Background: an optimization exercise with open tools, aiming at small area. Do not read the settings as production practice. Function was checked by simulation only, so behaviour that the tests miss may differ from the original. Power and IR drop assume default switching activity.

`design/flow/design.v`:
```
package band_pkg;
  localparam int DEFAULT_FREQ_W    = 32;
  localparam int DEFAULT_NUM_BANDS = 8;
  typedef enum logic [1:0] {
    ST_IDLE   = 2'd0,
    ST_BREAK  = 2'd1,
    ST_SETTLE = 2'd2
  } band_state_e;
  typedef struct packed {
    logic [DEFAULT_FREQ_W-1:0] lo;
    logic [DEFAULT_FREQ_W-1:0] hi;
    logic                      en;
  } band_entry_t;
  localparam int ENTRY_W = 2 * DEFAULT_FREQ_W + 1;
endpackage
import band_pkg::*;
module band_match
#(
  parameter int  FREQ_W    = DEFAULT_FREQ_W,
  parameter int  NUM_BANDS = DEFAULT_NUM_BANDS,
  parameter int  HYST_HZ   = 10000,
  localparam int IDX_W     = $clog2(NUM_BANDS)
) (
  input  logic              clock,
  input  logic              reset,
  input  logic [FREQ_W-1:0] freq,
  input  logic [NUM_BANDS-1:0][ENTRY_W-1:0] entries,
  input  logic [IDX_W-1:0]  cur_band,
  input  logic              tx,
  output logic [IDX_W-1:0]  cand
);
  localparam logic [FREQ_W:0] HYST_EXT = (FREQ_W+1)'(HYST_HZ);
  logic [NUM_BANDS-1:1] hit_d, hit_q;
  logic                 hyst_d, hyst_q;
  logic [IDX_W-1:0]     cur_s1_d, cur_s1_q;
  logic                 tx_s1_d, tx_s1_q;
  logic [IDX_W-1:0]     cand_d, cand_q;
  band_pkg::band_entry_t cur_ent;
  band_pkg::band_entry_t hit_ent;
  logic [FREQ_W-1:0]    cur_lo, cur_hi, win_lo, win_hi;
  logic [FREQ_W:0]      lo_ext, hi_sum;
  always_comb begin
    hit_d = '0;
    for (int k = 1; k < NUM_BANDS; k++) begin
      hit_ent  = entries[k];
      hit_d[k] = hit_ent.en
              && (freq >= FREQ_W'(hit_ent.lo))
              && (freq <  FREQ_W'(hit_ent.hi));
    end
  end
  always_comb begin
    cur_ent  = entries[cur_band];
    cur_lo   = FREQ_W'(cur_ent.lo);
    cur_hi   = FREQ_W'(cur_ent.hi);
    lo_ext   = {1'b0, cur_lo};
    hi_sum   = {1'b0, cur_hi} + HYST_EXT;
    win_lo   = (lo_ext >= HYST_EXT) ? FREQ_W'(lo_ext - HYST_EXT) : '0;
    win_hi   = hi_sum[FREQ_W] ? '1 : hi_sum[FREQ_W-1:0];
    hyst_d   = (cur_band != '0) && cur_ent.en && (freq >= win_lo) && (freq < win_hi);
    cur_s1_d = cur_band;
    tx_s1_d  = tx;
  end
  always_comb begin
    cand_d = '0;
    for (int k = NUM_BANDS - 1; k >= 1; k--) begin
      if (hit_q[k]) cand_d = IDX_W'(k);
    end
    if (hyst_q)  cand_d = cur_s1_q;
    if (tx_s1_q) cand_d = '0;
  end
  always_ff @(posedge clock) begin
    if (reset) begin
      hit_q    <= '0;
      hyst_q   <= 1'b0;
      cur_s1_q <= '0;
      tx_s1_q  <= 1'b0;
      cand_q   <= '0;
    end else begin
      hit_q    <= hit_d;
      hyst_q   <= hyst_d;
      cur_s1_q <= cur_s1_d;
      tx_s1_q  <= tx_s1_d;
      cand_q   <= cand_d;
    end
  end
  assign cand = cand_q;
endmodule
import band_pkg::*;
module band_filter_sequencer
#(
  parameter int  FREQ_W        = DEFAULT_FREQ_W,
  parameter int  NUM_BANDS     = DEFAULT_NUM_BANDS,
  parameter int  BREAK_CYCLES  = 4,
  parameter int  SETTLE_CYCLES = 8,
  parameter int  HYST_HZ       = 10000,
  localparam int IDX_W         = $clog2(NUM_BANDS)
) (
  input  logic                 clock,
  input  logic                 reset,
  input  logic [FREQ_W-1:0]    frequency,
  input  logic                 freq_valid,
  input  logic                 tx,
  input  logic                 tbl_we,
  input  logic [IDX_W-1:0]     tbl_addr,
  input  logic [FREQ_W-1:0]    tbl_lo,
  input  logic [FREQ_W-1:0]    tbl_hi,
  input  logic                 tbl_en,
  output logic [NUM_BANDS-1:0] filt_sel,
  output logic                 mute,
  output logic                 busy
);
  localparam int CNT_MAX = (BREAK_CYCLES > SETTLE_CYCLES) ? BREAK_CYCLES : SETTLE_CYCLES;
  localparam int CNT_W   = $clog2(CNT_MAX + 1);
  localparam logic [CNT_W-1:0] BRK_LAST = CNT_W'(BREAK_CYCLES - 1);
  localparam logic [CNT_W-1:0] STL_LAST = CNT_W'(SETTLE_CYCLES - 1);
  logic [FREQ_W-1:0]    freq_d, freq_q;
  logic [NUM_BANDS-1:0][ENTRY_W-1:0] table_d;
  logic [NUM_BANDS-1:0][ENTRY_W-1:0] table_q;
  band_pkg::band_entry_t wr_ent;
  band_pkg::band_state_e state_d, state_q;
  logic [IDX_W-1:0]     target_d, target_q;
  logic [IDX_W-1:0]     cur_d, cur_q;
  logic [CNT_W-1:0]     cnt_d, cnt_q;
  logic [NUM_BANDS-1:0] filt_sel_d, filt_sel_q;
  logic                 mute_d, mute_q;
  logic [IDX_W-1:0]     cand;
  band_match #(
    .FREQ_W    (FREQ_W),
    .NUM_BANDS (NUM_BANDS),
    .HYST_HZ   (HYST_HZ)
  ) u_match (
    .clock    (clock),
    .reset    (reset),
    .freq     (freq_q),
    .entries  (table_q),
    .cur_band (cur_q),
    .tx       (tx),
    .cand     (cand)
  );
  always_comb begin
    freq_d = freq_valid ? frequency : freq_q;
    for (int k = 0; k < NUM_BANDS; k++) begin
      wr_ent = table_q[k];
      if (k != 0 && tbl_we && tbl_addr == IDX_W'(k)) begin
        wr_ent.lo = DEFAULT_FREQ_W'(tbl_lo);
        wr_ent.hi = DEFAULT_FREQ_W'(tbl_hi);
        wr_ent.en = tbl_en;
      end
      table_d[k] = wr_ent;
    end
  end
  always_comb begin
    state_d    = state_q;
    target_d   = target_q;
    cur_d      = cur_q;
    cnt_d      = cnt_q;
    filt_sel_d = filt_sel_q;
    mute_d     = mute_q;
    case (state_q)
      ST_IDLE: begin
        if (cand != cur_q) begin
          state_d    = ST_BREAK;
          target_d   = cand;
          cnt_d      = '0;
          filt_sel_d = '0;
          mute_d     = 1'b1;
        end
      end
      ST_BREAK: begin
        target_d = cand;
        if (cnt_q == BRK_LAST) begin
          state_d    = ST_SETTLE;
          cur_d      = target_d;
          filt_sel_d = NUM_BANDS'(1) << target_d;
          cnt_d      = '0;
        end else begin
          cnt_d = cnt_q + CNT_W'(1);
        end
      end
      ST_SETTLE: begin
        if (cand != cur_q) begin
          state_d    = ST_BREAK;
          target_d   = cand;
          cnt_d      = '0;
          filt_sel_d = '0;
        end else if (cnt_q == STL_LAST) begin
          state_d = ST_IDLE;
          cnt_d   = '0;
          mute_d  = 1'b0;
        end else begin
          cnt_d = cnt_q + CNT_W'(1);
        end
      end
      default: begin
        state_d = ST_IDLE;
      end
    endcase
  end
  always_ff @(posedge clock) begin
    if (reset) begin
      freq_q     <= '0;
      state_q    <= ST_IDLE;
      target_q   <= '0;
      cur_q      <= '0;
      cnt_q      <= '0;
      filt_sel_q <= NUM_BANDS'(1);
      mute_q     <= 1'b0;
      for (int k = 0; k < NUM_BANDS; k++) begin
        table_q[k] <= '0;
      end
    end else begin
      freq_q     <= freq_d;
      state_q    <= state_d;
      target_q   <= target_d;
      cur_q      <= cur_d;
      cnt_q      <= cnt_d;
      filt_sel_q <= filt_sel_d;
      mute_q     <= mute_d;
      for (int k = 0; k < NUM_BANDS; k++) begin
        table_q[k] <= table_d[k];
      end
    end
  end
  assign filt_sel = filt_sel_q;
  assign mute     = mute_q;
  assign busy     = (state_q != ST_IDLE);
endmodule
```
`design/flow/run.sh`:
```
#!/bin/bash
# synth_recipe.tcl (not shown) runs the flow's synth.tcl, then flattens the netlist and writes it again
# the make line also repeats each setting of config.mk as NAME=value (left out here)
make -C /OpenROAD-flow-scripts/flow DESIGN_CONFIG=/design/flow/config.mk WORK_HOME=/design/flow/orfs CLKGATE_MAP_FILE= SYNTH_SCRIPT=/design/flow/synth_recipe.tcl finish
```
`design/flow/config.mk`:
```
export PLATFORM = sky130hd
export DESIGN_NAME = band_filter_sequencer
export DESIGN_NICKNAME = band_filter_sequencer
export VERILOG_FILES = /design/flow/design.v
export SDC_FILE = /design/flow/constraint.sdc
export NUM_CORES = 4
export LEC_CHECK = 0
export CAP_MARGIN = 20
export CORE_MARGIN = 2
export CORE_UTILIZATION = 40
export SLEW_MARGIN = 20
```
`design/flow/constraint.sdc`:
```
create_clock -name core_clock -period 6.5 [get_ports {clock}]
set_input_delay 1.3000 -clock core_clock [delete_from_list [all_inputs] [get_ports {clock}]]
set_output_delay 1.3000 -clock core_clock [all_outputs]
set_load 0.01 [all_outputs]
```
==> metrics.md <==
| Metric | Value |
|---|---|
| Status | complete, no violations |
| Total power | approximately 8300 µW |
| Max-cap viol count | 0 |
| R2r setup slk | between 0.8 and 0.9 ns |
| Kind of critical path | register to register |
| I/O Pins | between 100 and 150 |
| Longest Clk Path Bufs | 3 |
| CTS buffer count | 60 |
| # rows | between 100 and 150 |
| Pre-Repair DR Iteration Count | 5 |
| Post-CTS Hold Fix Bufs | 0 |
| Number of buffers added on ports | roughly 110 |
| Endpoint class of the critical path | register |
| Post-CTS Setup Inserts | 0 |
| P_int | approximately 5900 µW |
| Final min period | 5.60 ns |
| Mean Syn Cell Area | 7.83 µm² |
| CTS sink cnt | 520 |
| PD cells | between 200 and 250 nW/µm² |
| Sw frac | 0.289 |
| IR drop worst, VDD | between 0.0002 and 0.00025 V |
| Combinational share of power | 0.159 |
| Post-route design area | 40,000 µm² |
| Async S/R FF share, synth | 0 |
| Reg clk slew, reported paths | ~0.06 ns |
| Average routed wire per standard cell | approximately 22 µm |
| Worst path cell trace | nor2b_4, buf_4, a221oi_1, a221oi_2, nand4_1, nor4b_1, and4_1, nor3_1, a21o_1, ha_1, nand4_1, nor4_1, o2111ai_1, o2111a_1 |
| F_max | about 180 MHz |
| Final worst-path cycle share | 0.862 |
| Power share of the clock group | 0.438 |
| Slew headroom | 0.175 |
| Worst min-delay path category | register to register |
| Final #Nets | ~5,200 |
| H-tree levels | 2 |
| Slew Limit Fails | 0 |
| Synth top area share | 0.292 |
| RSZ-0062 raised after global routing | false |
| Area contributors post-synth | dfxtp_1, ha_1, nand2_1, a21oi_1, inv_1 |
| Initial antenna violation count | 2 |
| Final WL | roughly 130,000 µm |
| Final setup margin | around 0.9 ns |
| CP max-delay cell | dfxtp_4 |
| Startpoint types | register |
| Layout cells sized above 1 | 0.0713 |
| Leading cell types in the layout, fill and taps excluded | nand2_1, a21oi_1, dfxtp_1 |
| CP peak stage delay | about 0.75 ns |
| P_sw | about 2400 µW |
| Number of remaining DRC errors | 0 |
| CTS root buf | clkbuf_16 |
| Pre-CTS setup slack | approximately 0.94 ns |
| Syn. warnings | 2 |
| Vias per inst | roughly 5.6 |
| Post-CTS Resized | 0 |
| TNS Setup | 0 ns |
| Post-synth EDFFs | 0 |
| Synthesized cell area | about 36,000 µm² |
| Cell mode on critical path | nand4_1 |
| Post-DP HPWL | approximately 90,000 µm |
| CTS tree | done |
| Synth-to-Final Area Change | 12.0% |
| Placer Congestion | approximately 0.92 |
| DR vias | between 30,000 and 40,000 |
| Post-synthesis sequential area ratio | 0.292 |
| Die Footprint | 91,600 µm² |
| GRT Util Overall | 0.276 |
| Die width | roughly 300 µm |
| Die Span Y | ~300 µm |
| Cell variety after synth | a little under 90 |
| Worst Path Max Fanout | 34 |
| Core area | 88,400 µm² |
| Routed Antenna Nets | 0 |
| LEAKAGE | approximately 0.015 µW |
| Prevailing post-synth register cell | dfxtp_1 |
| Worst slew pin tran | between 1 and 1.5 ns |
| Post-placement cell area | roughly 38,000 µm² |
| Initial Util | 0.404 |
| Hold Fails Final Rpt | 0 |
| Global-route wire length before repair | between 150,000 and 200,000 µm |
| Gr ovfl total | 0 |
| CP arrival | just over 6 ns |
| Worst-Skew Late Latency | about 0.65 ns |
| Largest net degree at the start of global routing | around 190 |
| Skew final | approximately 0.025 ns |
| Register bit count reported by yosys | between 500 and 600 |
| Most common cell after layout, fill and taps aside | nand2_1 |
| Vias in the first global route | 31,200 |
| Drt initial violations | approximately 2,700 |
| Cell count after synthesis | roughly 4,600 |
| Synthesized Nets | 5,176 |
| Critical path required time | 7.04 ns |
| Synth area leader | dfxtp_1 |
| WHS | roughly 0.45 ns |
| Sequential share of power | 0.402 |
| Finish-stage setup viols | 0 |
==> critical path: cells and delay by family, from the launching register on <==
kind / cells / cell delay, ns
AO/OA/AOI/OAI: 5 / 1.35
adder cells (fa/ha/maj): 1 / 0.28
buffers and inverters: 1 / 0.37
flip-flops: 1 / 0.75
AND/OR/NAND/NOR: 7 / 2.68
==> per-stage QoR <==
step | instances | util
3_3_place_gp | 5678 | 0.428
2_1_floorplan | 4559 | -
3_5_place_dp | 5678 | 0.428
5_1_grt | 5791 | 0.452
6_report | 5792 | 0.452
4_1_cts | 5791 | 0.452
==> per-layer routing <==
layer / share of wire / vias to the layer above / global-route usage
met5: 0 / - / 0
met4: 0.027 / 0 / 0.0791
met3: 0.058 / 185 / 0.0354
met2: 0.47 / 967 / 0.466
met1: 0.44 / 15700 / 0.367
li1: - / 15700 / -
==> power by group through the flow <==
stage / clock (µW) / sequential, µW / combinational [µW]
detailed placement: 0 / 3410 / 1300
global route: 3810 / 3350 / 1460
finish: 3640 / 3340 / 1320
CTS: 3690 / 3340 / 1310
global placement: 0 / 3410 / 1290
floorplan: 0 / 3410 / 746
==> final timing paths <==
| kind | end | start | cells after the start |
|---|---|---|---|
| setup / recovery | u_match.hyst_q | cur_q[1] | 14 |
| hold / removal | table_q[68] | table_q[68] | 2 |
| setup reg to reg | u_match.hyst_q | cur_q[1] | 14 |
| hold reg to reg | table_q[68] | table_q[68] | 2 |
==> flip-flops by register name (all words and copies together) (netlist names) <==
name              flops
state_q               2
filt_sel_q            8
u_match.tx_s1_q       1
u_match.hyst_q        1
cnt_q                 4
mute_q                1
cur_q                 3
u_match.cur_s1_q      3
table_q             455
freq_q               32
u_match.cand_q        3
u_match.hit_q         7
==> cell usage after synthesis, types with 8 or more instances <==
cell type and number:
a221oi_1 25, mux2i_1 91, mux2_2 57, a21oi_1 609, nor2_1 182, xnor2_1 13
nand4_1 82, o2111ai_1 11, nand3_1 42, nor2b_1 43, a31oi_1 11, and2_1 8
o211ai_1 13, a21o_1 135, inv_1 461, nor4_1 15, o21a_1 14, dfxtp_1 520
nor3_1 37, a211oi_1 26, buf_2 17, xor2_1 20, a22o_1 22, a2111oi_0 12
buf_6 19, nand2_1 1011, nand2b_1 35, a221o_1 17, o21ai_0 130, mux4_2 46
ha_1 512, a22oi_1 14, buf_1 18, clkbuf_1 161
==> cell type report <==
class                      count  area [µm²]
inverter                     461        1730
clock inverter                29         347
sequential                   520       10400
timing repair buffer         182        1700
fill                        8966       48400
antenna                        1        2.50
multi-input combinational   3350       22500
clock buffer                  84        1750
tap                         1165        1460
==> cell families (layout without fill, tap and decap cells) <==
group | count (synthesis) | count (layout) | share of synthesized area
compound gates | 1112 | 1112 | 0.189
xor+xnor | 33 | 33 | 0.00810
fa+ha+maj | 512 | 512 | 0.179
buf+inv | 689 | 756 | 0.0800
flops | 520 | 520 | 0.292
mux | 197 | 197 | 0.0735
other cells | 0 | 1 | 0
simple gates | 1496 | 1496 | 0.178

re-timing with driven ports:
In the flow no input, the clock included, has a driving cell. The finished layout below was timed again as built, in two steps.
Step 1 (the two cells are an assumption about what drives the block):
set clk [get_ports {clock}]
set_driving_cell -lib_cell sky130_fd_sc_hd__clkbuf_16 $clk
set_driving_cell -lib_cell sky130_fd_sc_hd__buf_2 [delete_from_list [all_inputs] $clk]
Step 2, shift: input delay + t, output delay - t, t = (earliest + latest rising clock arrival at the registers) / 2. This alone moves slack from input paths to output paths.
Slacks: ideal ports / drivers / drivers and shift; pairs: ideal ports / drivers.
t, ns: 0.702
slack for setup (ns): 0.897 / 0.897 / 0.897
worst setup path at the end: register to register
worst slew at a driven data input, ns: 0.06
pins driven straight from the clock port: 1
After both steps this run still meets setup and hold. For this run, drivers alone change the setup slack by 0.000 ns; drivers and shift together by 0.000 ns.
